This is an optimization exercise on Yosys and OpenROAD, whose aim is small area, a short achievable clock period and few clock cycles per item, not a production implementation. No run shown here included a check of the RTL's function; only the layout flow was run. Power and IR drop assume default switching activity.

**flow/run.sh**
```bash
#!/bin/bash
# The standard layout (the standard.sh, unchanged synthesis), with the
# setup repair aimed at a shorter period than the SDC's: each repair_timing
# call works until every path has this much slack left at the SDC's period.
export SETUP_SLACK_MARGIN=8.7
cp standard.sh standard_sh.log
bash standard.sh > standard.log 2>&1
```
**constraint.sdc**
```tcl
create_clock -name core_clock -period 13.0 [get_ports {clk}]
set_input_delay 2.6000 -clock core_clock [delete_from_list [all_inputs] [get_ports {clk}]]
set_output_delay 2.6000 -clock core_clock [all_outputs]
set_load 0.01 [all_outputs]
```
**design.v**
```verilog
module mul_tree (input logic [15:0] x, input logic [15:0] m, output logic [47:0] rows);
    wire bn1 = m[1];
    wire bo2 = m[0] ^ 1'b0;
    wire bt3 = (m[1] & ~m[0] & ~1'b0) | (~m[1] & m[0] & 1'b0);
    wire pp4 = (((x[0] & bo2) | (1'b0 & bt3)) ^ bn1);
    wire pp5 = (((x[1] & bo2) | (x[0] & bt3)) ^ bn1);
    wire pp6 = (((x[2] & bo2) | (x[1] & bt3)) ^ bn1);
    wire pp7 = (((x[3] & bo2) | (x[2] & bt3)) ^ bn1);
    wire pp8 = (((x[4] & bo2) | (x[3] & bt3)) ^ bn1);
    wire pp9 = (((x[5] & bo2) | (x[4] & bt3)) ^ bn1);
    wire pp10 = (((x[6] & bo2) | (x[5] & bt3)) ^ bn1);
    wire pp11 = (((x[7] & bo2) | (x[6] & bt3)) ^ bn1);
    wire pp12 = (((x[8] & bo2) | (x[7] & bt3)) ^ bn1);
    wire pp13 = (((x[9] & bo2) | (x[8] & bt3)) ^ bn1);
    wire pp14 = (((x[10] & bo2) | (x[9] & bt3)) ^ bn1);
    wire pp15 = (((x[11] & bo2) | (x[10] & bt3)) ^ bn1);
    wire pp16 = (((x[12] & bo2) | (x[11] & bt3)) ^ bn1);
    wire pp17 = (((x[13] & bo2) | (x[12] & bt3)) ^ bn1);
    wire pp18 = (((x[14] & bo2) | (x[13] & bt3)) ^ bn1);
    wire pp19 = (((x[15] & bo2) | (x[14] & bt3)) ^ bn1);
    wire bn20 = m[3];
    wire bo21 = m[2] ^ m[1];
    wire bt22 = (m[3] & ~m[2] & ~m[1]) | (~m[3] & m[2] & m[1]);
    wire pp23 = (((x[0] & bo21) | (1'b0 & bt22)) ^ bn20);
    wire pp24 = (((x[1] & bo21) | (x[0] & bt22)) ^ bn20);
    wire pp25 = (((x[2] & bo21) | (x[1] & bt22)) ^ bn20);
    wire pp26 = (((x[3] & bo21) | (x[2] & bt22)) ^ bn20);
    wire pp27 = (((x[4] & bo21) | (x[3] & bt22)) ^ bn20);
    wire pp28 = (((x[5] & bo21) | (x[4] & bt22)) ^ bn20);
    wire pp29 = (((x[6] & bo21) | (x[5] & bt22)) ^ bn20);
    wire pp30 = (((x[7] & bo21) | (x[6] & bt22)) ^ bn20);
    wire pp31 = (((x[8] & bo21) | (x[7] & bt22)) ^ bn20);
    wire pp32 = (((x[9] & bo21) | (x[8] & bt22)) ^ bn20);
    wire pp33 = (((x[10] & bo21) | (x[9] & bt22)) ^ bn20);
    wire pp34 = (((x[11] & bo21) | (x[10] & bt22)) ^ bn20);
    wire pp35 = (((x[12] & bo21) | (x[11] & bt22)) ^ bn20);
    wire pp36 = (((x[13] & bo21) | (x[12] & bt22)) ^ bn20);
    wire bn37 = m[5];
    wire bo38 = m[4] ^ m[3];
    wire bt39 = (m[5] & ~m[4] & ~m[3]) | (~m[5] & m[4] & m[3]);
    wire pp40 = (((x[0] & bo38) | (1'b0 & bt39)) ^ bn37);
    wire pp41 = (((x[1] & bo38) | (x[0] & bt39)) ^ bn37);
    wire pp42 = (((x[2] & bo38) | (x[1] & bt39)) ^ bn37);
    wire pp43 = (((x[3] & bo38) | (x[2] & bt39)) ^ bn37);
    wire pp44 = (((x[4] & bo38) | (x[3] & bt39)) ^ bn37);
    wire pp45 = (((x[5] & bo38) | (x[4] & bt39)) ^ bn37);
    wire pp46 = (((x[6] & bo38) | (x[5] & bt39)) ^ bn37);
    wire pp47 = (((x[7] & bo38) | (x[6] & bt39)) ^ bn37);
    wire pp48 = (((x[8] & bo38) | (x[7] & bt39)) ^ bn37);
    wire pp49 = (((x[9] & bo38) | (x[8] & bt39)) ^ bn37);
    wire pp50 = (((x[10] & bo38) | (x[9] & bt39)) ^ bn37);
    wire pp51 = (((x[11] & bo38) | (x[10] & bt39)) ^ bn37);
    wire bn52 = m[7];
    wire bo53 = m[6] ^ m[5];
    wire bt54 = (m[7] & ~m[6] & ~m[5]) | (~m[7] & m[6] & m[5]);
    wire pp55 = (((x[0] & bo53) | (1'b0 & bt54)) ^ bn52);
    wire pp56 = (((x[1] & bo53) | (x[0] & bt54)) ^ bn52);
    wire pp57 = (((x[2] & bo53) | (x[1] & bt54)) ^ bn52);
    wire pp58 = (((x[3] & bo53) | (x[2] & bt54)) ^ bn52);
    wire pp59 = (((x[4] & bo53) | (x[3] & bt54)) ^ bn52);
    wire pp60 = (((x[5] & bo53) | (x[4] & bt54)) ^ bn52);
    wire pp61 = (((x[6] & bo53) | (x[5] & bt54)) ^ bn52);
    wire pp62 = (((x[7] & bo53) | (x[6] & bt54)) ^ bn52);
    wire pp63 = (((x[8] & bo53) | (x[7] & bt54)) ^ bn52);
    wire pp64 = (((x[9] & bo53) | (x[8] & bt54)) ^ bn52);
    wire bn65 = m[9];
    wire bo66 = m[8] ^ m[7];
    wire bt67 = (m[9] & ~m[8] & ~m[7]) | (~m[9] & m[8] & m[7]);
    wire pp68 = (((x[0] & bo66) | (1'b0 & bt67)) ^ bn65);
    wire pp69 = (((x[1] & bo66) | (x[0] & bt67)) ^ bn65);
    wire pp70 = (((x[2] & bo66) | (x[1] & bt67)) ^ bn65);
    wire pp71 = (((x[3] & bo66) | (x[2] & bt67)) ^ bn65);
    wire pp72 = (((x[4] & bo66) | (x[3] & bt67)) ^ bn65);
    wire pp73 = (((x[5] & bo66) | (x[4] & bt67)) ^ bn65);
    wire pp74 = (((x[6] & bo66) | (x[5] & bt67)) ^ bn65);
    wire pp75 = (((x[7] & bo66) | (x[6] & bt67)) ^ bn65);
    wire bn76 = m[11];
    wire bo77 = m[10] ^ m[9];
    wire bt78 = (m[11] & ~m[10] & ~m[9]) | (~m[11] & m[10] & m[9]);
    wire pp79 = (((x[0] & bo77) | (1'b0 & bt78)) ^ bn76);
    wire pp80 = (((x[1] & bo77) | (x[0] & bt78)) ^ bn76);
    wire pp81 = (((x[2] & bo77) | (x[1] & bt78)) ^ bn76);
    wire pp82 = (((x[3] & bo77) | (x[2] & bt78)) ^ bn76);
    wire pp83 = (((x[4] & bo77) | (x[3] & bt78)) ^ bn76);
    wire pp84 = (((x[5] & bo77) | (x[4] & bt78)) ^ bn76);
    wire bn85 = m[13];
    wire bo86 = m[12] ^ m[11];
    wire bt87 = (m[13] & ~m[12] & ~m[11]) | (~m[13] & m[12] & m[11]);
    wire pp88 = (((x[0] & bo86) | (1'b0 & bt87)) ^ bn85);
    wire pp89 = (((x[1] & bo86) | (x[0] & bt87)) ^ bn85);
    wire pp90 = (((x[2] & bo86) | (x[1] & bt87)) ^ bn85);
    wire pp91 = (((x[3] & bo86) | (x[2] & bt87)) ^ bn85);
    wire bn92 = m[15];
    wire bo93 = m[14] ^ m[13];
    wire bt94 = (m[15] & ~m[14] & ~m[13]) | (~m[15] & m[14] & m[13]);
    wire pp95 = (((x[0] & bo93) | (1'b0 & bt94)) ^ bn92);
    wire pp96 = (((x[1] & bo93) | (x[0] & bt94)) ^ bn92);
    wire s97 = pp14 ^ pp31;
    wire k98 = pp14 & pp31;
    wire s99 = pp15 ^ pp32;
    wire k100 = pp15 & pp32;
    wire s101 = pp16 ^ pp33 ^ pp48;
    wire k102 = (pp16 & pp33) | (pp16 & pp48) | (pp33 & pp48);
    wire s103 = pp61 ^ pp72;
    wire k104 = pp61 & pp72;
    wire s105 = pp17 ^ pp34 ^ pp49;
    wire k106 = (pp17 & pp34) | (pp17 & pp49) | (pp34 & pp49);
    wire s107 = pp62 ^ pp73;
    wire k108 = pp62 & pp73;
    wire s109 = pp18 ^ pp35 ^ pp50;
    wire k110 = (pp18 & pp35) | (pp18 & pp50) | (pp35 & pp50);
    wire s111 = pp63 ^ pp74 ^ pp83;
    wire k112 = (pp63 & pp74) | (pp63 & pp83) | (pp74 & pp83);
    wire s113 = pp90 ^ pp95;
    wire k114 = pp90 & pp95;
    wire s115 = pp19 ^ pp36 ^ pp51;
    wire k116 = (pp19 & pp36) | (pp19 & pp51) | (pp36 & pp51);
    wire s117 = pp64 ^ pp75 ^ pp84;
    wire k118 = (pp64 & pp75) | (pp64 & pp84) | (pp75 & pp84);
    wire s119 = pp91 ^ pp96;
    wire k120 = pp91 & pp96;
    wire s121 = pp10 ^ pp27;
    wire k122 = pp10 & pp27;
    wire s123 = pp11 ^ pp28;
    wire k124 = pp11 & pp28;
    wire s125 = pp12 ^ pp29 ^ pp44;
    wire k126 = (pp12 & pp29) | (pp12 & pp44) | (pp29 & pp44);
    wire s127 = pp57 ^ pp68;
    wire k128 = pp57 & pp68;
    wire s129 = pp13 ^ pp30 ^ pp45;
    wire k130 = (pp13 & pp30) | (pp13 & pp45) | (pp30 & pp45);
    wire s131 = pp58 ^ pp69;
    wire k132 = pp58 & pp69;
    wire s133 = pp46 ^ pp59 ^ pp70;
    wire k134 = (pp46 & pp59) | (pp46 & pp70) | (pp59 & pp70);
    wire s135 = pp79 ^ bn76 ^ s97;
    wire k136 = (pp79 & bn76) | (pp79 & s97) | (bn76 & s97);
    wire s137 = pp47 ^ pp60 ^ pp71;
    wire k138 = (pp47 & pp60) | (pp47 & pp71) | (pp60 & pp71);
    wire s139 = pp80 ^ s99 ^ k98;
    wire k140 = (pp80 & s99) | (pp80 & k98) | (s99 & k98);
    wire s141 = pp81 ^ pp88 ^ bn85;
    wire k142 = (pp81 & pp88) | (pp81 & bn85) | (pp88 & bn85);
    wire s143 = s101 ^ s103 ^ k100;
    wire k144 = (s101 & s103) | (s101 & k100) | (s103 & k100);
    wire s145 = pp82 ^ pp89 ^ s105;
    wire k146 = (pp82 & pp89) | (pp82 & s105) | (pp89 & s105);
    wire s147 = s107 ^ k102 ^ k104;
    wire k148 = (s107 & k102) | (s107 & k104) | (k102 & k104);
    wire s149 = bn92 ^ s109 ^ s111;
    wire k150 = (bn92 & s109) | (bn92 & s111) | (s109 & s111);
    wire s151 = s113 ^ k106 ^ k108;
    wire k152 = (s113 & k106) | (s113 & k108) | (k106 & k108);
    wire s153 = s115 ^ s117 ^ s119;
    wire k154 = (s115 & s117) | (s115 & s119) | (s117 & s119);
    wire s155 = k110 ^ k112 ^ k114;
    wire k156 = (k110 & k112) | (k110 & k114) | (k112 & k114);
    wire s157 = pp8 ^ pp25;
    wire k158 = pp8 & pp25;
    wire s159 = pp9 ^ pp26;
    wire k160 = pp9 & pp26;
    wire s161 = pp42 ^ pp55 ^ bn52;
    wire k162 = (pp42 & pp55) | (pp42 & bn52) | (pp55 & bn52);
    wire s163 = pp43 ^ pp56 ^ s123;
    wire k164 = (pp43 & pp56) | (pp43 & s123) | (pp56 & s123);
    wire s165 = bn65 ^ s125 ^ s127;
    wire k166 = (bn65 & s125) | (bn65 & s127) | (s125 & s127);
    wire s167 = s129 ^ s131 ^ k126;
    wire k168 = (s129 & s131) | (s129 & k126) | (s131 & k126);
    wire s169 = s133 ^ s135 ^ k130;
    wire k170 = (s133 & s135) | (s133 & k130) | (s135 & k130);
    wire s171 = s137 ^ s139 ^ k134;
    wire k172 = (s137 & s139) | (s137 & k134) | (s139 & k134);
    wire s173 = s141 ^ s143 ^ k138;
    wire k174 = (s141 & s143) | (s141 & k138) | (s143 & k138);
    wire s175 = s145 ^ s147 ^ k142;
    wire k176 = (s145 & s147) | (s145 & k142) | (s147 & k142);
    wire s177 = s149 ^ s151 ^ k146;
    wire k178 = (s149 & s151) | (s149 & k146) | (s151 & k146);
    wire s179 = s153 ^ s155 ^ k150;
    wire k180 = (s153 & s155) | (s153 & k150) | (s155 & k150);
    assign rows[15:0] = {k152, k148, k144, k140, k136, k132, k128, k124, k122, s121, pp41, pp40, pp7, pp6, pp5, pp4};
    assign rows[31:16] = {s179, s177, s175, s173, s171, s169, s167, s165, s163, s161, s159, bn37, pp24, pp23, 1'b0, bn1};
    assign rows[47:32] = {k178, k176, k174, k172, k170, k168, k166, k164, k162, k160, k158, s157, 1'b0, bn20, 1'b0, 1'b0};
endmodule
`timescale 1ns/1ns
module compute_core (
    input  logic         clk,
    input  logic         reset,
    input  logic         start,
    input  logic [15:0]  block_id,
    input  logic [7:0]   base_address,
    input  logic [2:0]   num_warps,
    input  logic [3:0]   imem_ready,
    input  logic [127:0] imem_data,
    output logic [3:0]   imem_req_valid,
    output logic [31:0]  imem_req_addr,
    input  logic         dmem_ready,
    output logic         dmem_store_valid,
    output logic [1:0]   dmem_store_warp,
    output logic [31:0]  dmem_store_addr,
    output logic [63:0]  dmem_store_data,
    output logic         done
);
    logic        run;         
    logic        fin;         
    logic        fresh;       
    logic        done_q;
    logic [1:0]  cw;          
    logic [1:0]  lastw;       
    logic [2:0]  nw_q;
    logic [15:0] bid_q;
    logic [7:0]  base_q;
    logic [7:0]  pc;
    logic        idle;        
    logic        go;          
    logic [3:0]  rv;          
    logic [31:0] ra;          
    assign idle = !run && !fin && !done_q;
    assign go = start && idle;
    logic        ir_v;        
    logic        ir_alu;      
    logic        ir_st;       
    logic        ir_first;    
    logic        ir_u1, ir_u2;   
    logic        ir_mul, ir_sub, ir_m1, ir_cb, ir_ci;
    logic [1:0]  ir_w;
    logic [3:0]  ir_rd, ir_rs1, ir_rs2;
    logic [15:0] ir_imm;
    logic        ex1_alu, ex1_st;
    logic        ex1_mul, ex1_sub, ex1_m1, ex1_cb, ex1_ci;
    logic [1:0]  ex1_w;
    logic [3:0]  ex1_rd;
    logic [15:0] ex1_imm;
    logic [63:0] ex1_a, ex1_b;
    logic [31:0] ex1_sa;      
    logic        ex2_alu;
    logic [1:0]  ex2_w;
    logic [3:0]  ex2_rd;
    logic [191:0] ex2_rows;   
    logic [63:0] fast;        
    logic [63:0] res;
    logic [13*64-1:0] regs;
    logic [12:0]      wr_q;
    logic st_stall, dep, hold;
    assign st_stall = ex1_st && !dmem_ready;
    assign dep = ir_v && ex1_alu && ex1_mul && (ex1_w == ir_w) &&
                 ((ir_u1 && ex1_rd == ir_rs1) || (ir_u2 && ex1_rd == ir_rs2));
    assign hold = st_stall || dep;
    logic [1:0]  nw1;
    logic        has_next;
    logic [31:0] fword, nword, iword;
    logic        fvalid, nvalid, accept, f_halt, n_take, ivalid;
    logic [3:0]  iop;
    assign nw1      = cw + 2'd1;
    assign has_next = (cw != lastw);
    assign fword    = imem_data[cw*32 +: 32];
    assign nword    = imem_data[nw1*32 +: 32];
    assign fvalid   = run && imem_ready[cw];
    assign nvalid   = run && has_next && imem_ready[nw1] && (nword[31:28] != 4'hf);
    assign accept   = fvalid && !hold;
    assign f_halt   = (fword[31:28] == 4'hf);
    assign n_take   = f_halt && nvalid;
    assign iword    = f_halt ? nword : fword;
    assign ivalid   = accept && (!f_halt || nvalid);
    assign iop      = iword[31:28];
    logic        run_n, has_next_n;
    logic [1:0]  cw_n;
    logic [7:0]  pc_n;
    always_comb begin
        run_n = run;
        cw_n = cw;
        pc_n = pc;
        if (accept) begin
            if (f_halt) begin
                if (!has_next) begin
                    run_n = 1'b0;
                end else begin
                    cw_n = nw1;
                    pc_n = n_take ? base_q + 8'd1 : base_q;
                end
            end else begin
                pc_n = pc + 8'd1;
            end
        end
        has_next_n = (cw_n != lastw);
    end
    always_ff @(posedge clk) begin
        if (reset) begin
            rv <= '0;
        end else if (go) begin
            rv <= {2'b0, num_warps >= 3'd2, num_warps != 3'd0};
            ra <= {4{base_address}};
        end else begin
            for (int k = 0; k < 4; k++) begin
                rv[k] <= run_n && ((cw_n == 2'(k)) || (has_next_n && cw_n + 2'd1 == 2'(k)));
                ra[k*8 +: 8] <= (cw_n == 2'(k)) ? pc_n : base_q;
            end
        end
    end
    assign imem_req_valid = rv;
    assign imem_req_addr = ra;
    always_ff @(posedge clk) begin
        if (reset) begin
            run <= 1'b0;
            fin <= 1'b0;
            done_q <= 1'b0;
            ir_v <= 1'b0;
            ir_alu <= 1'b0;
            ir_st <= 1'b0;
        end else if (go) begin
            run <= (num_warps != 3'd0);
            done_q <= (num_warps == 3'd0);
            fresh <= 1'b1;
            cw <= '0;
            pc <= base_address;
            ir_v <= 1'b0;
            ir_alu <= 1'b0;
            ir_st <= 1'b0;
        end else begin
            if ((fin && !ir_v && !st_stall) ||
                (accept && f_halt && !has_next && !ir_st)) done_q <= 1'b1;
            if (!hold) begin
                ir_v <= ivalid;
                ir_alu <= ivalid && (iop >= 4'h1 && iop <= 4'h5) && (iword[27:24] < 4'd13);
                ir_st <= ivalid && (iop == 4'h6);
                run <= run_n;
                cw <= cw_n;
                pc <= pc_n;
                if (accept) begin
                    if (f_halt) begin
                        if (!has_next) fin <= 1'b1;
                        else fresh <= !n_take;
                    end else begin
                        fresh <= 1'b0;
                    end
                end
            end
        end
    end
    always_ff @(posedge clk) begin
        if (idle) begin
            base_q <= base_address;
            nw_q <= num_warps;
            bid_q <= block_id;
            lastw <= (num_warps >= 3'd4) ? 2'd3 : 2'(num_warps - 3'd1);
        end
    end
    always_ff @(posedge clk) begin
        if (!hold && ivalid) begin
            ir_first <= f_halt || fresh;
            ir_w <= f_halt ? nw1 : cw;
        end
    end
    always_ff @(posedge clk) begin
        if (!hold) begin
            ir_u1 <= (iop >= 4'h1 && iop <= 4'h4) || (iop == 4'h6);
            ir_u2 <= (iop >= 4'h1 && iop <= 4'h3) || (iop == 4'h6);
            ir_mul <= (iop == 4'h3);
            ir_sub <= (iop == 4'h2);
            ir_m1 <= (iop == 4'h1) || (iop == 4'h2) || (iop == 4'h4);
            ir_cb <= (iop == 4'h1) || (iop == 4'h2);
            ir_ci <= (iop == 4'h4) || (iop == 4'h5);
            ir_rd <= iword[27:24];
            ir_rs1 <= iword[23:20];
            ir_rs2 <= iword[19:16];
            ir_imm <= iword[15:0];
        end
    end
    assign done = done_q;
    logic [12:0] rmask;
    logic [63:0] a, b;
    logic        fwd1, fwd2, ffwd1, ffwd2;
    assign rmask = ir_first ? 13'd0 : wr_q;
    assign ffwd1 = ex1_alu && !ex1_mul && (ex1_w == ir_w) && (ex1_rd == ir_rs1);
    assign ffwd2 = ex1_alu && !ex1_mul && (ex1_w == ir_w) && (ex1_rd == ir_rs2);
    assign fwd1 = ex2_alu && (ex2_w == ir_w) && (ex2_rd == ir_rs1);
    assign fwd2 = ex2_alu && (ex2_w == ir_w) && (ex2_rd == ir_rs2);
    function automatic logic [63:0] rd_port(input logic [3:0] idx, input logic [13*64-1:0] r,
                                            input logic [12:0] m, input logic [1:0] w,
                                            input logic [15:0] bid, input logic [2:0] nw,
                                            input logic ffwd, input logic [63:0] ffv,
                                            input logic fwd, input logic [63:0] fv);
        logic [63:0] v;
        v = '0;
        case (idx)
            4'd15: for (int l = 0; l < 4; l++) v[l*16 +: 16] = {12'd0, w, 2'(l)};
            4'd14: v = {4{bid}};
            4'd13: for (int l = 0; l < 4; l++) v[l*16 +: 16] = {11'd0, nw, 2'd0};
            default: if (ffwd) v = ffv; else if (fwd) v = fv; else if (m[idx]) v = r[idx*64 +: 64];
        endcase
        rd_port = v;
    endfunction
    assign a = rd_port(ir_rs1, regs, rmask, ir_w, bid_q, nw_q, ffwd1, fast, fwd1, res);
    assign b = rd_port(ir_rs2, regs, rmask, ir_w, bid_q, nw_q, ffwd2, fast, fwd2, res);
    always_ff @(posedge clk) begin
        if (reset || go) begin
            ex1_alu <= 1'b0;
            ex1_st <= 1'b0;
        end else if (!st_stall) begin
            ex1_alu <= ir_alu && !dep;
            ex1_st <= ir_st && !dep;
        end
    end
    always_ff @(posedge clk) begin
        if (!st_stall) begin
            ex1_w <= ir_w;
            ex1_b <= b;
            for (int l = 0; l < 4; l++) ex1_sa[l*8 +: 8] <= a[l*16 +: 8] + ir_imm[7:0];
        end
    end
    always_ff @(posedge clk) begin
        ex1_mul <= ir_mul;
        ex1_sub <= ir_sub;
        ex1_m1 <= ir_m1;
        ex1_cb <= ir_cb;
        ex1_ci <= ir_ci;
        ex1_rd <= ir_rd;
        ex1_imm <= ir_imm;
        ex1_a <= a;
    end
    always_ff @(posedge clk) begin
        if (!hold && ir_v && ir_first) begin
            wr_q <= '0;
        end else if (ex2_alu && ex2_w == ir_w) begin
            wr_q[ex2_rd] <= 1'b1;
        end
    end
    for (genvar l = 0; l < 4; l++) begin : g_lane
        logic [15:0] x, y, c;
        logic [47:0] rows;
        assign x = ex1_a[l*16 +: 16];
        assign y = ex1_b[l*16 +: 16];
        assign c = ex1_cb ? (ex1_sub ? ~y : y) : (ex1_ci ? ex1_imm : 16'd0);
        assign fast[l*16 +: 16] = (ex1_m1 ? x : 16'd0) + c + {15'd0, ex1_sub};
        mul_tree u_tree (.x(x), .m(y), .rows(rows));
        always_ff @(posedge clk)
            ex2_rows[l*48 +: 48] <= ex1_mul ? rows : {32'd0, fast[l*16 +: 16]};
        assign res[l*16 +: 16] = ex2_rows[l*48 +: 16] + ex2_rows[l*48 + 16 +: 16] + ex2_rows[l*48 + 32 +: 16];
    end
    always_ff @(posedge clk) begin
        if (reset || go) ex2_alu <= 1'b0;
        else ex2_alu <= ex1_alu;
        ex2_w <= ex1_w;
        ex2_rd <= ex1_rd;
    end
    always_ff @(posedge clk) begin
        for (int r = 0; r < 13; r++) begin
            if (ex2_alu && ex2_rd == 4'(r)) regs[r*64 +: 64] <= res;
        end
    end
    assign dmem_store_valid = ex1_st;
    assign dmem_store_warp = ex1_w;
    always_comb begin
        for (int l = 0; l < 4; l++) begin
            dmem_store_addr[l*8 +: 8] = ex1_sa[l*8 +: 8];
            dmem_store_data[l*16 +: 16] = ex1_b[l*16 +: 16];
        end
    end
endmodule
```
**config.mk**
```make
export PLATFORM = sky130hd
export DESIGN_NAME = compute_core
export DESIGN_NICKNAME = compute_core
export VERILOG_FILES = /design/flow/design.v
export SDC_FILE = /design/flow/constraint.sdc
export NUM_CORES = 4
export LEC_CHECK = 0
export CAP_MARGIN = 20
export CELL_PAD_IN_SITES_DETAIL_PLACEMENT = 1
export CELL_PAD_IN_SITES_GLOBAL_PLACEMENT = 2
export CORE_MARGIN = 2
export CORE_UTILIZATION = 25
export CTS_CLUSTER_DIAMETER = 100
export CTS_CLUSTER_SIZE = 30
export PLACE_DENSITY = 0.5
export SLEW_MARGIN = 20
```
**standard.sh**
```bash
#!/bin/bash
# synth_recipe.tcl (not shown) runs the flow's synth.tcl, then flattens the netlist and writes it again
# the make line also repeats each setting of config.mk as NAME=value (left out here)
make -C /OpenROAD-flow-scripts/flow DESIGN_CONFIG=/design/flow/config.mk WORK_HOME=/design/flow/orfs CLKGATE_MAP_FILE= SYNTH_SCRIPT=/design/flow/synth_recipe.tcl "${@:-finish}"
```
==> flow_summary_export.csv, run 1 <==
group,metric,value,unit
hold_path,holdCritStartpoint,"ir_imm[13]",
cells_and_area,fin_cells,11860,
die,fp.dieH,573.2,µm
critical_path,r2r_slack,8.70,ns
synth,synth_edf_count,1040,
sta,hold_viol,0,
clocking,cts_tree,"done",
hold_path,whs_path_depth,0,
die,ioPinCount,299,
power,total_leakage_power,0.03483,µW
drt,wl_per_cell,33.31,µm
sta,rsz0062_at_grt,"true",
critical_path,cp-start-kind,"register",
drt,vias_per_cell,5.390,
sta,tightest_slew,1.269,ns
synth,ys_warn_count,1,
critical_path,reg2reg_from,"ex1_sub",
power,power_density,182.7,nW/µm²
die,die_area,328600,µm²
synth,yosysSeqAreaShare,0.4590,
hold_path,hold_path_class,"register to register",
critical_path,cp-end-kind,"register",
cells_and_area,areaGrowthSynthToFinish,20.78,%
cells_and_area,final_common_cell,"edfxtp_1",
clocking,clkSinkCount,1337,
power,vdd_drop_max,0.1055,mV
sta,drv_slew,0,
drt,antenna_left,0,
sta,min_period,4.296,ns
synth,avgSynthCellArea,11.33,µm²
synth,synthCells,7150,
synth,synth_area,81000,µm²
flow_run,max_cap_viol_count,0,
synth,async_reset_ff_frac,0,
sta,slew_headroom,0.1451,
drt,drc,0,
power,power.share.clock,0.175,
critical_path,crit_type,"register to register",
clocking,h-tree-depth,3,
critical_path,reg2reg_depth,19,
hold_path,min_to,"ex1_imm[13]",
sta,period_share,0.3305,
power,switchingPower,7845,µW
power,internal-power,10030,µW
global_routing,grt-ovfl-total,0,
power,finalPower,17880,µW
clocking,numCtsBuffers,80,
global_routing,grt_max_degree,79,
clocking,clock_latency,0.78,ns
drt,drt_iter0_markers,6021,
run_status,run_status,"finished clean",
cells_and_area,nets,7968,
sta,final-setup-viol-count,0,
placed_design,gp_congestion,0.8553,
die,rows,209,
sta,finalSetupTns,0,ns
die,start_util,0.2506,
global_routing,grtUsageTotal,0.2328,
power,p_seq_frac,0.333,
power,swShare,0.4389,
cells_and_area,finalCoreUtilization,0.3027,
clocking,ctsLongestPathBuffers,3,
synth,synth_nets,7662,
sta,fin_hold_ws,0.3581,ns
critical_path,reg2reg_to,"ex1_sa[15]",
global_routing,grt_pass1_wl,544.0,mm
placed_design,dp_hpwl,258.4,mm
synth,synth_ff_type,"edfxtp_1",
critical_path,path_max_fanout,18,
clocking,clk_pin_slew_worst_paths,0.11,ns
power,power_frac_comb,0.491,
drt,routed_wl,395.0,mm
synth,ys_ff_latch,1337,
critical_path,critPathArrivalTime,4.82,ns
critical_path,required,13.52,ns
synth,synth_cell_types,92,
placed_design,dp.cells,11410,
die,die_x,573.2,µm
sta,fmax,0.2328,GHz
drt,vias,63910,
sta,clock_skew,0.05409,ns
drt,drt_pass1_iterations,5,
cells_and_area,most-common-layout-cells,"edfxtp_1 (1040), nand2_1 (651), a21oi_1 (517)",
clocking,root_buffer,"clkbuf_16",
die,core_area,323200,µm²
global_routing,antenna_found_initial,41,
global_routing,grt_pass1_vias,64840,
cells_and_area,layout-drive-gt1-share,0.1885,
placed_design,portBuffers,298,
[worst max-delay path, cell delays in order, from the launching register on]
cell and delay (ns):
dfxtp_4 0.38, buf_12 0.14, buf_16 0.16, xnor2_1 0.36, a21o_2 0.37, inv_1 0.09, ha_1 0.30, a21o_1 0.18
a21oi_1 0.17, xor2_1 0.36, a21oi_1 0.13, nor2_1 0.11, nor2_1 0.07, ha_1 0.33, inv_1 0.07, o21bai_1 0.19
a21oi_2 0.10, o21ai_0 0.25, xnor2_1 0.12, xnor2_1 0.16
[synthesized netlist by cell type (34+ instances only)]
master | n | area, µm²
edfxtp_1 | 1040 | 31230
nand2_1 | 659 | 2474
a21oi_1 | 545 | 2728
nor2_1 | 496 | 1862
o21ai_0 | 468 | 2342
mux4_2 | 411 | 9256
clkbuf_1 | 398 | 1494
dfxtp_1 | 297 | 5946
xnor2_1 | 246 | 2155
ha_1 | 201 | 2515
and2_1 | 192 | 1201
mux2i_1 | 186 | 1862
a221oi_1 | 166 | 1454
fa_1 | 148 | 2963
xor2_1 | 146 | 1279
inv_1 | 145 | 544.3
a22oi_1 | 119 | 893.4
nand3_1 | 116 | 580.6
o22ai_1 | 109 | 681.9
buf_1 | 108 | 405.4
buf_2 | 78 | 390.4
a31oi_1 | 61 | 381.6
nor3_1 | 61 | 305.3
a21o_1 | 55 | 412.9
a211oi_1 | 53 | 397.9
nor2b_1 | 52 | 325.3
nand2b_1 | 49 | 306.5
o221ai_1 | 49 | 429.2
maj3_1 | 48 | 480.5
o211ai_1 | 41 | 307.8
o21a_1 | 34 | 255.2
[sequential cells by signal (all words and copies together), names as in the netlist, 3 cells and up]
signal / count
ir_rs2: 4
regs: 832
ex2_rows: 176
ex1_rd: 4
ir_imm: 16
ex1_a: 64
ex1_imm: 16
ra: 32
bid_q: 16
base_q: 8
rv: 4
ex2_rd: 4
nw_q: 3
wr_q: 13
ir_rd: 4
pc: 8
ex1_b: 64
ex1_sa: 32
ir_rs1: 4
[kinds of logic (layout without fill, tap and decap cells)]
logic type      after synthesis  in the layout  synth area share
compound gates             1904           1904            0.1495
simple gates               1745           1747           0.09760
flops                      1337           1337            0.4590
buf+inv                     754           1124           0.03723
mux                         620            620            0.1405
fa+ha+maj                   397            397           0.07356
xor+xnor                    393            393           0.04267
other cells                   0             11                 0
[cell type report]
class | count | area [µm²]
sequential | 1337 | 37190
multi-input combinational | 5061 | 42280
clock buffer | 81 | 2016
antenna | 11 | 27.53
timing repair inverter | 1 | 7.507
clock inverter | 67 | 888.4
timing repair buffer | 825 | 9435
inverter | 150 | 570.5
tap | 4325 | 5411
fill | 35290 | 225400
[repair_timing]
action | in CTS | in global routing
cloned | 59 | 5
setup endpoints to repair | 489 | 103
setup buffers | 186 | 39
resized for setup | 557 | 136
hold buffers | 0 | 0
pin swaps | 32 | 36
[worst max path at each step]
stage,startpoint,to,depth (start not counted)
after CTS,ex1_cb,ex1_sa[15],18
after global placement,dmem_ready,ra[6],10
final,ex1_sub,ex1_sa[15],19
after detailed placement,imem_data[126],ra[7],8
after floorplan,dmem_ready,wr_q[10],7
after global routing,ex1_sub,ex1_sa[15],19
[power groups by stage]
stage	registers, µW	clock network, µW	logic (µW)
4_1_cts	5960	3220	8650
6_report	5960	3130	8780
3_3_place_gp	6090	0	7650
5_1_grt	5990	3350	9380
3_5_place_dp	6090	0	7710
2_1_floorplan	5780	0	4490
[stage by stage]
| step | instance area, µm² | setup WS (ns) |
|---|---|---|
| after global placement | 89500 | 6.828 |
| after detailed placement | 89510 | 6.702 |
| after floorplan | 81450 | 7.218 |
| final | 97830 | 8.704 |
| after global routing | 97810 | 8.422 |
| after CTS | 96890 | 8.420 |
[per-layer routing]
layer,share of wire,global-route usage,routed length [µm],vias up
li1,-,-,-,27630
met1,0.47,0.3369,183900,34180
met2,0.46,0.3718,181500,1756
met3,0.047,0.02257,18700,331
met4,0.027,0.05753,10840,12
met5,0.00017,0,67,-
==> run 2: changes to the inputs <==
--- a/config.mk
+++ b/config.mk
@@ -12,4 +12,2 @@
 export CORE_UTILIZATION = 25
-export CTS_CLUSTER_DIAMETER = 100
-export CTS_CLUSTER_SIZE = 30
 export PLACE_DENSITY = 0.5
==> flow_summary_export.csv, run 2 <==
group,metric,value,unit
synth,synth_nets,7662,
clocking,h-tree-depth,4,
synth,synth_area,81000,µm²
cells_and_area,nets,8056,
synth,yosys.cell_count.top_type,"edfxtp_1",
power,vdd_drop_max,0.09948,mV
die,rows,209,
sta,hold_viol,0,
drt,drc,0,
cells_and_area,fill_cells,35180,
sta,fmax,0.2285,GHz
sta,period_share,0.3366,
critical_path,critPathArrivalTime,1.78,ns
drt,drt_iter0_markers,6043,
synth,ys_ff_latch,1337,
cells_and_area,most-common-layout-cells,"edfxtp_1 (1040), nand2_1 (651), a21oi_1 (519)",
clocking,root_buffer,"clkbuf_16",
clocking,cts_tree,"done",
critical_path,crit_type,"register to output port",
sta,rsz0062_at_grt,"true",
synth,synth_edf_count,1040,
placed_design,portBuffers,298,
drt,wl_per_cell,33.10,µm
synth,async_reset_ff_frac,0,
synth,synthTopCellsByArea,"edfxtp_1 (39%), mux4_2 (11%), dfxtp_1 (7.3%), fa_1 (3.7%), a21oi_1 (3.4%)",
global_routing,grt-ovfl-total,0,
sta,finalSetupTns,0,ns
global_routing,antenna_found_initial,41,
cells_and_area,top_register,"regs",
drt,vias_per_cell,5.393,
placed_design,dp_hpwl,258.4,mm
critical_path,path_max_fanout,2,
sta,clock_skew,0.06563,ns
synth,synthTopCellsByCount,"edfxtp_1 (1040), nand2_1 (659), a21oi_1 (545)",
drt,drt_pass1_iterations,6,
power,power_density,194.5,nW/µm²
synth,ys_warn_count,1,
die,die_area,328600,µm²
critical_path,cp-end-kind,"output port",
synth,synth_area_leader_cell,"edfxtp_1",
clocking,numCtsBuffers,172,
synth,synth_cell_types,92,
cells_and_area,reg.largest.list,"regs (832), ex2_rows (176)",
synth,netlist.area_leader.share,0.3856,
clocking,clock_latency,0.87,ns
die,ioPinCount,299,
die,start_util,0.2506,
sta,final-setup-viol-count,0,
placed_design,gp_congestion,0.8553,
cells_and_area,layout-drive-gt1-share,0.2031,
global_routing,grt_max_degree,79,
cells_and_area,areaGrowthSynthToFinish,23.64,%
synth,yosysSeqAreaShare,0.4590,
sta,layout_setup_ws,8.624,ns
synth,synthCells,7150,
drt,antenna_left,0,
power,total_leakage_power,0.03607,µW
synth,synth_ff_type,"edfxtp_1",
clocking,ctsLongestPathBuffers,4,
drt,routed_wl,397.5,mm
drt,vias,64770,
global_routing,grt_pass1_wl,547.9,mm
cells_and_area,multi_input_area,42270,µm²
sta,tightest_slew,1.383,ns
cells_and_area,final_common_cell,"edfxtp_1",
global_routing,grtUsageTotal,0.2345,
cells_and_area,largest_reg_flops,832,
sta,slew_headroom,0.06651,
die,core_area,323200,µm²
critical_path,cp-start-kind,"register",
die,die_x,573.2,µm
sta,drv_slew,0,
die,fp.dieH,573.2,µm
clocking,clk_pin_slew_worst_paths,0.06,ns
clocking,clkSinkCount,1337,
cells_and_area,seq_area,37200,µm²
flow_run,max_cap_viol_count,0,
sta,min_period,4.376,ns
placed_design,place_ws,6.702,ns
hold_path,hold_path_class,"register to register",
critical_path,required,10.40,ns
global_routing,grt_pass1_vias,65780,
run_status,run_status,"finished clean",
synth,avgSynthCellArea,11.33,µm²
-- run 2: cell counts after synthesis --
No cell type changed its count.
-- run 2: critical path, stage by stage (launching register included) --
cell,delay (ns)
edfxtp_1,0.43
buf_12,0.15
buf_6,0.11
buf_12,0.12
buf_6,0.11
-- run 2: cells by family after synthesis --
logic type / Yosys count / share of synthesized area
adder cells (fa/ha/maj): 397 / 0.07356
flip-flops: 1337 / 0.4590
XOR/XNOR: 393 / 0.04267
buffers and inverters: 754 / 0.03723
multiplexers: 620 / 0.1405
AO/OA/AOI/OAI: 1904 / 0.1495
AND/OR/NAND/NOR: 1745 / 0.09760
-- run 2: final cells by class --
class                   instances  share of cell area
clock buffers                 211             0.04548
flip-flops and latches       1337              0.3714
clock inverters                94            0.008558
inverters                     150            0.005697
diodes                         10           0.0002499
multi-input cells            5061              0.4221
repair inverters                1          0.00007496
repair buffers                821             0.09240
well taps                    4325             0.05404
-- run 2: per-stage QoR --
stage | utilization | cell area [µm²] | hold slack (ns) | std cells | power [µW]
6_report | 0.3098 | 100100 | 0.3272 | 12010 | 19480
5_1_grt | 0.3098 | 100100 | 0.3290 | 12000 | 20350
4_1_cts | 0.3068 | 99160 | 0.3237 | 11950 | 19440
3_5_place_dp | 0.2769 | 89510 | 0.3361 | 11410 | 13800
3_3_place_gp | 0.2769 | 89500 | 0.3358 | 11410 | 13740
2_1_floorplan | - | 81450 | 0.3233 | 7150 | 10280
-- run 2: metal layers --
metal	part of all wire	up-vias	wire length, µm	track usage
li1	-	27890	-	-
met1	0.46	34480	183400	0.3365
met2	0.45	1959	180800	0.3711
met3	0.052	434	20640	0.02540
met4	0.032	8	12530	0.06842
met5	0.00012	-	48	0
-- run 2: what timing repair did --
action | in CTS | in global routing
gates resized for setup | 663 | 124
buffers inserted | 178 | 42
pin swaps | 27 | 36
cloned | 59 | 4
hold buffers | 0 | 0
endpoints found under the setup margin | 476 | 95
-- run 2: report_power, final --
| part | total [µW] | leakage [µW] | switching, µW | internal, µW |
|---|---|---|---|---|
| Clock | 4740 | 0.00264 | 1980 | 2760 |
| Combinational | 8770 | 0.0211 | 5530 | 3250 |
| Sequential | 5970 | 0.0123 | 496 | 5470 |
-- run 2: path summary, 6_finish.rpt --
kind / start / end / slack [ns] / cells past startpoint
worst max-delay path: ex1_b[17] / dmem_store_data[17] / 8.62 / 4
worst min-delay path: ir_imm[13] / ex1_imm[13] / 0.33 / 0
worst max register to register: ir_rs2[2] / ex1_b[20] / 8.67 / 9
worst min register to register: ir_imm[13] / ex1_imm[13] / 0.33 / 0
==> run 3: changes to the inputs <==
--- a/config.mk
+++ b/config.mk
@@ -7,2 +7,3 @@
 export LEC_CHECK = 0
+export ABC_AREA = 1
 export CAP_MARGIN = 20
==> flow_summary_export.csv, run 3 <==
group,metric,value,unit
power,power_density,203.1,nW/µm²
critical_path,path_depth,1,
global_routing,use_met2,0.4479,
critical_path,required,10.40,ns
sta,drv_slew,0,
drt,drt_pass1_iterations,6,
power,power.share.clock,0.252,
critical_path,reg2reg_to,"ex1_b[42]",
synth,synth_nets,9491,
global_routing,grt_max_degree,84,
flow_run,max_cap_viol_count,0,
die,ioPinCount,299,
synth,synth_area_leader_cell,"edfxtp_1",
power,power_frac_comb,0.443,
global_routing,grt_pass1_wl,610.6,mm
drt,drc,0,
sta,fmax,0.2260,GHz
sta,clock_skew,0.05688,ns
cells_and_area,final_common_cell,"nand2_1",
sta,fin_hold_ws,0.3388,ns
synth,synthSimpleGateAreaFrac,0.1771,
run_status,run_status,"finished clean",
global_routing,grtUsageTotal,0.2723,
placed_design,dp.cells,13090,
critical_path,worstPathCellList,"buf_2",
global_routing,grt_pass1_vias,74740,
synth,synth_edf_count,1040,
power,finalPower,19640,µW
cells_and_area,largest_reg_flops,832,
cells_and_area,areaGrowthSynthToFinish,22.95,%
synth,synth-adder-area-share,0.06965,
cells_and_area,reg.largest.list,"regs (832), ex2_rows (176)",
critical_path,slowest_delay,0.72,ns
die,die_x,564.9,µm
clocking,clock_latency,0.89,ns
sta,finalSetupTns,0,ns
synth,ys_warn_count,1,
critical_path,crit_path_top_delay_cell,"edfxtp_1",
synth,yosysSeqAreaShare,0.4727,
sta,period_share,0.3404,
drt,vias_per_cell,5.284,
hold_path,hold_path_class,"register to register",
critical_path,reg2reg_from,"ir_rs2[0]",
clocking,ctsLongestPathBuffers,4,
placed_design,gp_congestion,0.8665,
synth,synthTopCellsByArea,"edfxtp_1 (40%), nand2_1 (10%), dfxtp_1 (7.6%), o22ai_1 (5.4%), inv_1 (4.4%)",
clocking,cts_tree,"done",
drt,drt_iter0_markers,6278,
sta,hold_viol,0,
critical_path,cp-end-kind,"output port",
critical_path,cp-start-kind,"register",
synth,avgSynthCellArea,8.759,µm²
synth,netlist.area_leader.share,0.3971,
drt,routed_wl,449.3,mm
die,rows,205,
power,p_seq_frac,0.305,
global_routing,grt_util_met1,0.3656,
die,fp.dieH,564.9,µm
synth,synth_cell_types,63,
power,total_leakage_power,0.04072,µW
critical_path,crit_path_start,"ex1_sa[14]",
global_routing,grt.met3_usage,0.03159,
clocking,clk_pin_slew_worst_paths,0.07,ns
critical_path,reg2reg_depth,15,
clocking,numCtsBuffers,179,
cells_and_area,fill_cells,35910,
synth,yosys.cell_count.top_type,"nand2_1",
global_routing,grt-ovfl-total,0,
synth,synth_compound_area_frac,0.1547,
global_routing,antenna_found_initial,43,
synth,synthCells,8979,
critical_path,worst-path-buf-inv,1,
clocking,clkSinkCount,1337,
die,start_util,0.2517,
sta,tightest_slew,1.260,ns
sta,final-setup-viol-count,0,
drt,vias,72160,
synth,ys_ff_latch,1337,
power,swShare,0.4448,
clocking,root_buffer,"clkbuf_16",
synth,synth_ff_type,"edfxtp_1",
critical_path,crit_type,"register to output port",
cells_and_area,most-common-layout-cells,"nand2_1 (2039), edfxtp_1 (1040), inv_1 (918)",
synth,synthMuxAreaShare,0.003182,
clocking,cts_hold_buf,0,
critical_path,r2r_slack,8.73,ns
power,vdd_drop_max,0.1257,mV
synth,synth_area,78650,µm²
drt,antenna_left,0,
sta,slew_headroom,0.1591,
sta,rsz0062_at_grt,"true",
die,core_area,312400,µm²
synth,synth_xor_area_frac,0.04734,
critical_path,endpoint,"dmem_store_addr[14]",
critical_path,critPathArrivalTime,1.82,ns
die,die_area,319100,µm²
cells_and_area,fin_cells,13660,
placed_design,dp_hpwl,291.6,mm
synth,synthTopCellsByCount,"nand2_1 (2096), edfxtp_1 (1040), inv_1 (930)",
placed_design,portBuffers,298,
cells_and_area,nets,9870,
cells_and_area,layout-drive-gt1-share,0.1178,
power,switchingPower,8733,µW
synth,synth_top_family_by_area,"simple AND/OR/NAND/NOR gates",
critical_path,timing.critical_path.max_delay_family,"flip-flops",
synth,async_reset_ff_frac,0,
global_routing,busiest_layer,"met2",
power,internal-power,10900,µW
sta,min_period,4.425,ns
drt,wl_per_cell,32.91,µm
cells_and_area,top_register,"regs",
critical_path,path_max_fanout,1,
clocking,h-tree-depth,4,
run 3: cell types whose count changed in the layout (fill, tap and decap cells not counted), sizes merged, moves of 177 or more:
cell / delta
xor2: +194
and2: -187
o22ai: +566
mux4: -411
nand2: +1455
inv: +804
a221oi: -177
nand3: +287
run 3: cell families after synthesis:
logic type	after synthesis
multiplexers	25
flip-flops	1337
AND/OR/NAND/NOR	3348
adder cells (fa/ha/maj)	349
buffers and inverters	1507
AO/OA/AOI/OAI	1991
XOR/XNOR	422
run 3: timing repair:
action | 4_1_cts | 5_1_grt
endpoints found under the setup margin | 484 | 101
gates resized for setup | 627 | 153
pin swaps | 26 | 51
gates cloned | 18 | 15
buffers inserted | 132 | 63
run 3: final cells by class:
cell class	instances	area, µm²	share of cell area
clock inverters	73	608.1	0.006288
well taps	4140	5180	0.05357
flip-flops and latches	1337	37190	0.3846
repair inverters	1	7.507	0.00007764
multi-input cells	6142	37180	0.3845
clock buffers	251	5049	0.05221
inverters	978	3835	0.03966
diodes	14	35.03	0.0003623
repair buffers	719	7609	0.07868
run 3: power groups by stage:
stage          clock network [µW]  registers, µW  logic [µW]
2_1_floorplan                   0           5810        4200
3_3_place_gp                    0           6120        7940
3_5_place_dp                    0           6110        7990
5_1_grt                      5210           6010        9290
4_1_cts                      5050           5980        8480
6_report                     4940           5990        8700
run 3: per-layer routing:
layer  share of wire  vias up  wire [µm]
met2            0.46     2392     206400
met3           0.052      584      23250
li1                -    31900          -
met5         0.00016        -         74
met1            0.45    37280     200100
met4           0.043       10      19510
run 3: through the flow:
| step | util | area (µm²) | setup slack, ns |
|---|---|---|---|
| after global placement | 0.2780 | 86870 | 5.984 |
| after CTS | 0.3045 | 95120 | 8.545 |
| final | 0.3095 | 96700 | 8.575 |
| after global routing | 0.3094 | 96670 | 8.537 |
| after detailed placement | 0.2782 | 86920 | 6.044 |
| after floorplan | - | 78990 | 7.304 |
run 3: how the worst min path moves through the flow:
stage,from,end,slack [ns],depth (start not counted)
CTS,ir_imm[9],ex1_imm[9],0.34,0
finish,ir_imm[12],ex1_imm[12],0.34,0
floorplan,ir_cb,ex1_cb,0.32,0
detailed placement,ir_imm[9],ex1_imm[9],0.33,0
global route,ir_imm[9],ex1_imm[9],0.35,0
global placement,ir_mul,ex1_mul,0.33,0
==> run 4: changes to the inputs <==
--- a/design.v
+++ b/design.v
@@ -1,2 +1,2 @@
-module mul_tree (input logic [15:0] x, input logic [15:0] m, output logic [47:0] rows);
+module mul_tree (input logic [15:0] x, input logic [15:0] m, output logic [31:0] rows);
     wire bn1 = m[1];
@@ -181,5 +181,32 @@
     wire k180 = (s153 & s155) | (s153 & k150) | (s155 & k150);
-    assign rows[15:0] = {k152, k148, k144, k140, k136, k132, k128, k124, k122, s121, pp41, pp40, pp7, pp6, pp5, pp4};
-    assign rows[31:16] = {s179, s177, s175, s173, s171, s169, s167, s165, s163, s161, s159, bn37, pp24, pp23, 1'b0, bn1};
-    assign rows[47:32] = {k178, k176, k174, k172, k170, k168, k166, k164, k162, k160, k158, s157, 1'b0, bn20, 1'b0, 1'b0};
+    wire s181 = pp6 ^ pp23;
+    wire k182 = pp6 & pp23;
+    wire s183 = pp7 ^ pp24;
+    wire k184 = pp7 & pp24;
+    wire s185 = pp40 ^ bn37 ^ s157;
+    wire k186 = (pp40 & bn37) | (pp40 & s157) | (bn37 & s157);
+    wire s187 = pp41 ^ s159 ^ k158;
+    wire k188 = (pp41 & s159) | (pp41 & k158) | (s159 & k158);
+    wire s189 = s121 ^ s161 ^ k160;
+    wire k190 = (s121 & s161) | (s121 & k160) | (s161 & k160);
+    wire s191 = k122 ^ s163 ^ k162;
+    wire k192 = (k122 & s163) | (k122 & k162) | (s163 & k162);
+    wire s193 = k124 ^ s165 ^ k164;
+    wire k194 = (k124 & s165) | (k124 & k164) | (s165 & k164);
+    wire s195 = k128 ^ s167 ^ k166;
+    wire k196 = (k128 & s167) | (k128 & k166) | (s167 & k166);
+    wire s197 = k132 ^ s169 ^ k168;
+    wire k198 = (k132 & s169) | (k132 & k168) | (s169 & k168);
+    wire s199 = k136 ^ s171 ^ k170;
+    wire k200 = (k136 & s171) | (k136 & k170) | (s171 & k170);
+    wire s201 = k140 ^ s173 ^ k172;
+    wire k202 = (k140 & s173) | (k140 & k172) | (s173 & k172);
+    wire s203 = k144 ^ s175 ^ k174;
+    wire k204 = (k144 & s175) | (k144 & k174) | (s175 & k174);
+    wire s205 = k148 ^ s177 ^ k176;
+    wire k206 = (k148 & s177) | (k148 & k176) | (s177 & k176);
+    wire s207 = k152 ^ s179 ^ k178;
+    wire k208 = (k152 & s179) | (k152 & k178) | (s179 & k178);
+    assign rows[15:0] = {s207, s205, s203, s201, s199, s197, s195, s193, s191, s189, s187, s185, s183, bn20, pp5, pp4};
+    assign rows[31:16] = {k206, k204, k202, k200, k198, k196, k194, k192, k190, k188, k186, k184, k182, s181, 1'b0, bn1};
 endmodule
@@ -239,3 +266,3 @@
     logic [3:0]  ex2_rd;
-    logic [191:0] ex2_rows;   
+    logic [127:0] ex2_rows;   
     logic [63:0] fast;        
@@ -430,3 +457,3 @@
         logic [15:0] x, y, c;
-        logic [47:0] rows;
+        logic [31:0] rows;
         assign x = ex1_a[l*16 +: 16];
@@ -437,4 +464,4 @@
         always_ff @(posedge clk)
-            ex2_rows[l*48 +: 48] <= ex1_mul ? rows : {32'd0, fast[l*16 +: 16]};
-        assign res[l*16 +: 16] = ex2_rows[l*48 +: 16] + ex2_rows[l*48 + 16 +: 16] + ex2_rows[l*48 + 32 +: 16];
+            ex2_rows[l*32 +: 32] <= ex1_mul ? rows : {16'd0, fast[l*16 +: 16]};
+        assign res[l*16 +: 16] = ex2_rows[l*32 +: 16] + ex2_rows[l*32 + 16 +: 16];
     end
--- a/config.mk
+++ b/config.mk
@@ -7,3 +7,2 @@
 export LEC_CHECK = 0
-export ABC_AREA = 1
 export CAP_MARGIN = 20
@@ -13,2 +12,4 @@
 export CORE_UTILIZATION = 25
+export CTS_CLUSTER_DIAMETER = 80
+export CTS_CLUSTER_SIZE = 24
 export PLACE_DENSITY = 0.5
==> flow_summary_export.csv, run 4 <==
group,metric,value,unit
critical_path,cp-start-kind,"register",
clocking,cts_hold_buf,0,
synth,avgSynthCellArea,11.02,µm²
cells_and_area,fin_area,99530,µm²
die,die_x,569.8,µm
power,power_density,204.2,nW/µm²
synth,async_reset_ff_frac,0,
critical_path,required,10.40,ns
synth,synth_nets,7770,
power,vdd_drop_max,0.1183,mV
drt,drt_iter0_markers,5669,
drt,drt_pass1_iterations,5,
clocking,cts_tree,"done",
cells_and_area,top_register,"regs",
synth,yosys.cell_count.top_type,"edfxtp_1",
sta,drv_slew,0,
cells_and_area,most-common-layout-cells,"edfxtp_1 (1040), nand2_1 (800), a21oi_1 (526)",
sta,period_share,0.3373,
synth,synth_cell_types,92,
sta,final-setup-viol-count,0,
critical_path,critPathArrivalTime,1.79,ns
clocking,clock_latency,0.82,ns
cells_and_area,fin_cells,12010,
critical_path,path_max_fanout,3,
cells_and_area,areaGrowthSynthToFinish,24.35,%
placed_design,place_area,88460,µm²
drt,antenna_left,0,
power,total_leakage_power,0.03569,µW
run_status,run_status,"finished clean",
synth,synth_ff_type,"edfxtp_1",
die,fp.dieH,569.8,µm
cells_and_area,reg.largest.list,"regs (832), ex2_rows (124)",
placed_design,dp.cells,11380,
synth,netlist.area_leader.share,0.3902,
global_routing,grt_max_degree,105,
sta,layout_setup_ws,8.615,ns
clocking,root_buffer,"clkbuf_16",
synth,synth_edf_count,1040,
die,rows,207,
die,ioPinCount,299,
sta,tightest_slew,1.221,ns
placed_design,portBuffers,298,
power,finalPower,20320,µW
critical_path,crit_type,"register to output port",
synth,synthTopCellsByArea,"edfxtp_1 (39%), mux4_2 (11%), dfxtp_1 (6.1%), nand2_1 (3.8%), a21oi_1 (3.6%)",
synth,synthTopCellsByCount,"edfxtp_1 (1040), nand2_1 (818), a21oi_1 (569)",
synth,synth_area,80040,µm²
clocking,numCtsBuffers,110,
synth,yosysSeqAreaShare,0.4514,
placed_design,dp_hpwl,256.2,mm
cells_and_area,nets,8221,
critical_path,reg2reg_depth,9,
hold_path,whs_path_depth,0,
cells_and_area,fill_cells,34590,
sta,finalSetupTns,0,ns
drt,wl_per_cell,33.31,µm
synth,ys_warn_count,1,
clocking,ctsLongestPathBuffers,3,
sta,min_period,4.385,ns
global_routing,grtUsageTotal,0.2389,
placed_design,gp_congestion,0.8390,
global_routing,antenna_found_initial,50,
synth,synthCells,7263,
drt,vias_per_cell,5.454,
flow_run,max_cap_viol_count,0,
synth,synth_area_leader_cell,"edfxtp_1",
clocking,h-tree-depth,3,
sta,rsz0062_at_grt,"true",
global_routing,grt_pass1_vias,66130,
die,core_area,318300,µm²
drt,vias,65470,
global_routing,grt-ovfl-total,0,
placed_design,place_ws,6.769,ns
sta,hold_viol,0,
cells_and_area,final_common_cell,"edfxtp_1",
drt,drc,0,
sta,clock_skew,0.07058,ns
cells_and_area,seq_area,36160,µm²
cells_and_area,layout-drive-gt1-share,0.2227,
sta,slew_headroom,0.1822,
cells_and_area,multi_input_area,42650,µm²
global_routing,grt_pass1_wl,549.7,mm
sta,fmax,0.2280,GHz
drt,routed_wl,399.9,mm
clocking,clk_pin_slew_worst_paths,0.08,ns
critical_path,cp-end-kind,"output port",
synth,ys_ff_latch,1285,
hold_path,hold_path_class,"register to register",
cells_and_area,largest_reg_flops,832,
die,die_area,324700,µm²
clocking,clkSinkCount,1285,
die,start_util,0.2515,
## run 4: cell count changes in the layout (fill, tap and decap cells not counted), moves of 128 or more
cell	previous run	this run
o22ai_1	672	95
and2_1	11	139
a221oi_1	2	162
xor2_1	321	115
a21oi_1	375	526
nand2_1	2039	800
inv_1	918	171
nand3_1	373	116
buf_4	292	469
xnor2_1	73	228
mux4_2	0	388
## run 4: power by group
| group | total [µW] | internal [µW] | switching [µW] |
|---|---|---|---|
| registers | 5660 | 5220 | 443 |
| clock network | 3690 | 1760 | 1930 |
| logic | 11000 | 4320 | 6650 |
| total | 20300 | 11300 | 9030 |
## run 4: cell families (layout without fill, tap and decap cells)
logic type | count (synthesis) | count (layout) | synth area share
and+or+nand+nor | 1846 | 1848 | 0.1040
buffers and inverters | 820 | 1364 | 0.04100
muxes | 539 | 539 | 0.1287
AOI/OAI and AO/OA | 1979 | 1979 | 0.1575
DFF | 1285 | 1285 | 0.4514
adders and majority gates | 409 | 409 | 0.07503
xor gates and xnor gates | 385 | 385 | 0.04230
other | 0 | 16 | 0
## run 4: through the flow
stage / utilization / hold slack (ns)
final: 0.3127 / 0.3427
after global routing: 0.3126 / 0.3572
after CTS: 0.3057 / 0.3442
after detailed placement: 0.2779 / 0.3276
after global placement: 0.2777 / 0.3327
after floorplan: - / 0.3233
## run 4: layout make-up
class | count | share of cell area
clock buffer | 121 | 0.02881
timing repair buffer | 972 | 0.1088
antenna | 16 | 0.0004023
timing repair inverter | 1 | 0.00007542
multi-input combinational | 5160 | 0.4285
tap | 4180 | 0.05255
inverter | 184 | 0.007266
sequential | 1285 | 0.3633
clock inverter | 86 | 0.01042
## run 4: path summary, 6_finish.rpt
kind	startpoint	endpoint	slack, ns
hold reg to reg	ir_imm[11]	ex1_imm[11]	0.34
setup / recovery	ex1_b[55]	dmem_store_data[55]	8.61
setup reg to reg	ir_rs2[0]	ex1_b[10]	8.71
hold / removal	ir_imm[11]	ex1_imm[11]	0.34
## run 4: routing by layer
metal | global-route usage | wire (µm) | vias up
met5 | 0 | 31 | -
met4 | 0.06783 | 12870 | 4
met3 | 0.03053 | 22050 | 387
met2 | 0.3821 | 184100 | 1931
met1 | 0.3365 | 180900 | 34760
li1 | - | - | 28390
## run 4: repair_timing
| item | 4_1_cts | 5_1_grt |
|---|---|---|
| pin swaps | 40 | 113 |
| cloned | 59 | 12 |
| setup buffers | 226 | 101 |
| gates resized for setup | 677 | 287 |
| endpoints found under the setup margin | 429 | 103 |
## run 4: worst max-delay path, stage by stage (launching register included)
cell	delay [ns]
edfxtp_1	0.44
buf_12	0.17
buf_4	0.15
clkdlybuf4s15_2	0.22
==> run 5: changes to the inputs <==
==> flow/run.sh (replaced) <==
#!/bin/bash
# The standard layout (the standard.sh, unchanged synthesis), with two
# changes to how it is made:
# - the setup repair aims at a shorter period than the SDC's: each
#   repair_timing call works until every path has this much slack left at
#   the SDC's period;
# - the port buffers are buf_2 cells rather than the delay cells buffer_ports
#   picks by default (every port still gets its buffer).
export SETUP_SLACK_MARGIN=8.7
export BUFFER_PORTS_ARGS="-buffer_cell sky130_fd_sc_hd__buf_2"
cp standard.sh standard_sh.log
bash standard.sh > standard.log 2>&1
--- a/config.mk
+++ b/config.mk
@@ -7,2 +7,3 @@
 export LEC_CHECK = 0
+export ABC_AREA = 1
 export CAP_MARGIN = 20
==> flow_summary_export.csv, run 5 <==
group,metric,value,unit
run_status,run_status,"finished clean",
synth,synth_edf_count,1040,
cells_and_area,layout-drive-gt1-share,0.1413,
global_routing,grtUsageTotal,0.2758,
power,power_frac_comb,0.556,
sta,tightest_slew,1.244,ns
die,fp.dieH,563.6,µm
hold_path,hold_path_class,"register to register",
critical_path,slowest_delay,0.79,ns
placed_design,place_area,84660,µm²
synth,synth_ff_type,"edfxtp_1",
power,switchingPower,11000,µW
die,ioPinCount,299,
clocking,cts_tree,"done",
sta,min_period,4.538,ns
synth,synth_nets,9551,
global_routing,antenna_found_initial,55,
synth,synth_area_leader_cell,"edfxtp_1",
clocking,cts_hold_buf,0,
synth,synthCells,9044,
synth,yosysSeqAreaShare,0.4616,
drt,drc,0,
drt,drt_iter0_markers,5817,
global_routing,grt_max_degree,98,
die,rows,205,
die,start_util,0.2512,
synth,synth_cell_types,66,
placed_design,dp_hpwl,302.1,mm
synth,synthTopCellsByArea,"edfxtp_1 (40%), nand2_1 (10%), dfxtp_1 (6.3%), inv_1 (4.4%), o22ai_1 (4.1%)",
power,total_leakage_power,0.03903,µW
sta,fin_hold_ws,0.3439,ns
synth,ys_ff_latch,1285,
clocking,h-tree-depth,3,
critical_path,timing.critical_path.max_delay_family,"flip-flops",
global_routing,grt_pass1_wl,616.2,mm
sta,final-setup-viol-count,0,
sta,rsz0062_at_grt,"true",
sta,drv_slew,0,
drt,vias,72220,
cells_and_area,nets,9857,
sta,slew_headroom,0.1708,
critical_path,worstPathCellList,"buf_2",
critical_path,crit_path_top_delay_cell,"edfxtp_1",
critical_path,required,10.40,ns
sta,fmax,0.2204,GHz
drt,wl_per_cell,33.29,µm
clocking,numCtsBuffers,119,
critical_path,crit_type,"register to output port",
critical_path,critPathArrivalTime,1.94,ns
global_routing,grt_pass1_vias,74370,
power,power.share.clock,0.180,
flow_run,max_cap_viol_count,0,
die,core_area,311600,µm²
critical_path,r2r_slack,8.74,ns
clocking,ctsLongestPathBuffers,4,
power,internal-power,10850,µW
drt,vias_per_cell,5.307,
synth,synth_area,78290,µm²
sta,period_share,0.3491,
synth,yosys.cell_count.top_type,"nand2_1",
sta,hold_viol,0,
cells_and_area,areaGrowthSynthToFinish,18.66,%
clocking,root_buffer,"clkbuf_16",
synth,async_reset_ff_frac,0,
die,die_x,563.6,µm
drt,drt_pass1_iterations,5,
die,die_area,317600,µm²
cells_and_area,fin_area,92890,µm²
power,power_density,235.3,nW/µm²
cells_and_area,most-common-layout-cells,"nand2_1 (2032), edfxtp_1 (1040), inv_1 (906)",
global_routing,grt-ovfl-total,0,
critical_path,cp-end-kind,"output port",
synth,synthTopCellsByCount,"nand2_1 (2092), edfxtp_1 (1040), inv_1 (926)",
clocking,clk_pin_slew_worst_paths,0.07,ns
sta,clock_skew,0.08700,ns
cells_and_area,final_common_cell,"nand2_1",
synth,ys_warn_count,1,
clocking,clkSinkCount,1285,
cells_and_area,reg.largest.list,"regs (832), ex2_rows (124)",
placed_design,gp_congestion,0.8851,
critical_path,cp-start-kind,"register",
critical_path,worst-path-buf-inv,1,
synth,avgSynthCellArea,8.656,µm²
cells_and_area,largest_reg_flops,832,
sta,finalSetupTns,0,ns
clocking,clock_latency,0.94,ns
critical_path,path_max_fanout,1,
cells_and_area,top_register,"regs",
power,p_seq_frac,0.264,
drt,antenna_left,0,
power,swShare,0.5035,
drt,routed_wl,453.0,mm
placed_design,portBuffers,298,
synth,netlist.area_leader.share,0.3989,
power,vdd_drop_max,0.1351,mV
[run 5: repair_timing]
| action | 4_1_cts | 5_1_grt |
|---|---|---|
| gates cloned | 18 | 11 |
| pin swaps | 16 | 52 |
| setup buffers | 124 | 62 |
| resized for setup | 284 | 182 |
| endpoints found under the setup margin | 294 | 99 |
[run 5: cell families after synthesis]
logic type	Yosys count	synth area share
and+or+nand+nor	3428	0.1829
AOI/OAI and AO/OA	2040	0.1606
buffers and inverters	1504	0.07675
DFF	1285	0.4616
xor gates and xnor gates	425	0.04755
adders and majority gates	344	0.06840
muxes	18	0.002301
[run 5: through the flow]
stage               setup slack, ns  instances  utilization  power (µW)
CTS                           8.462      13510       0.2934       21680
global route                  8.468      13590       0.2979       23050
global placement              7.280      13150       0.2715       16940
finish                        8.462      13610       0.2981       21850
detailed placement            7.304      13150       0.2717       17010
floorplan                     7.312       9044            -       11860
[run 5: power by group through the flow]
stage	combinational, µW	clock (µW)	sequential (µW)
2_1_floorplan	6280	0	5580
3_3_place_gp	10900	0	6000
3_5_place_dp	11000	0	5990
4_1_cts	11900	4020	5780
5_1_grt	13100	4130	5800
6_report	12100	3930	5780
[run 5: metal layers]
metal,part of all wire,routed length (µm),track usage
met3,0.052,23760,0.03434
met2,0.46,209400,0.4557
met5,0.00034,156,0
met4,0.041,18770,0.09986
met1,0.44,201000,0.3686
[run 5: path summary, 6_finish.rpt]
check	start	to	cells past startpoint
setup / recovery	ex1_sa[11]	dmem_store_addr[11]	1
setup reg to reg	ex1_sub	ex1_sa[15]	24
hold / removal	ir_imm[14]	ex1_imm[14]	0
hold reg to reg	ir_imm[14]	ex1_imm[14]	0
[run 5: area by class of cell]
| cell class | instances | area, µm² |
|---|---|---|
| clock buffer | 128 | 3097 |
| inverter | 987 | 3915 |
| antenna | 21 | 52.55 |
| tap | 4140 | 5180 |
| multi-input combinational | 6261 | 37450 |
| sequential | 1285 | 36150 |
| timing repair inverter | 1 | 5.005 |
| timing repair buffer | 695 | 5995 |
| clock inverter | 91 | 1046 |
| fill | 36030 | 218700 |

-- port drivers added, routing unchanged --
The flow's constraints put no driver on any port. The routed layouts listed below were extracted and timed again, unchanged, in two steps.
Step 1: set_driving_cell puts a clkbuf_16 on clk and a buf_2 on each other input, an assumption about the parent block.
Step 2, shift: input delay + t, output delay - t, t = (earliest + latest rising clock arrival at the registers) / 2. This alone moves slack from input paths to output paths.
Slacks: ideal / step 1 / step 2; pairs: ideal / step 1.
run | t (ns) | setup WS [ns] | hold WS [ns] | latest minus earliest clock arrival (ns)
run 1 | 0.846 | 8.704 / 8.641 / 7.950 | 0.358 / 0.358 / 0.358 | 0.057 / 0.056
run 2 | 0.928 | 8.624 / 8.534 / 7.875 | 0.327 / 0.327 / 0.327 | 0.067 / 0.067
run 3 | 0.975 | 8.575 / 8.462 / 7.878 | 0.339 / 0.339 / 0.339 | 0.059 / 0.058
run 4 | 0.874 | 8.615 / 8.526 / 7.867 | 0.343 / 0.343 / 0.343 | 0.076 / 0.076
run 5 | 1.009 | 8.462 / 8.353 / 8.011 | 0.344 / 0.344 / 0.344 | 0.098 / 0.098
After both steps every run listed still meets setup and hold. For run 1, which loses most, drivers alone change the setup slack by -0.063 ns; drivers and shift together by -0.754 ns.
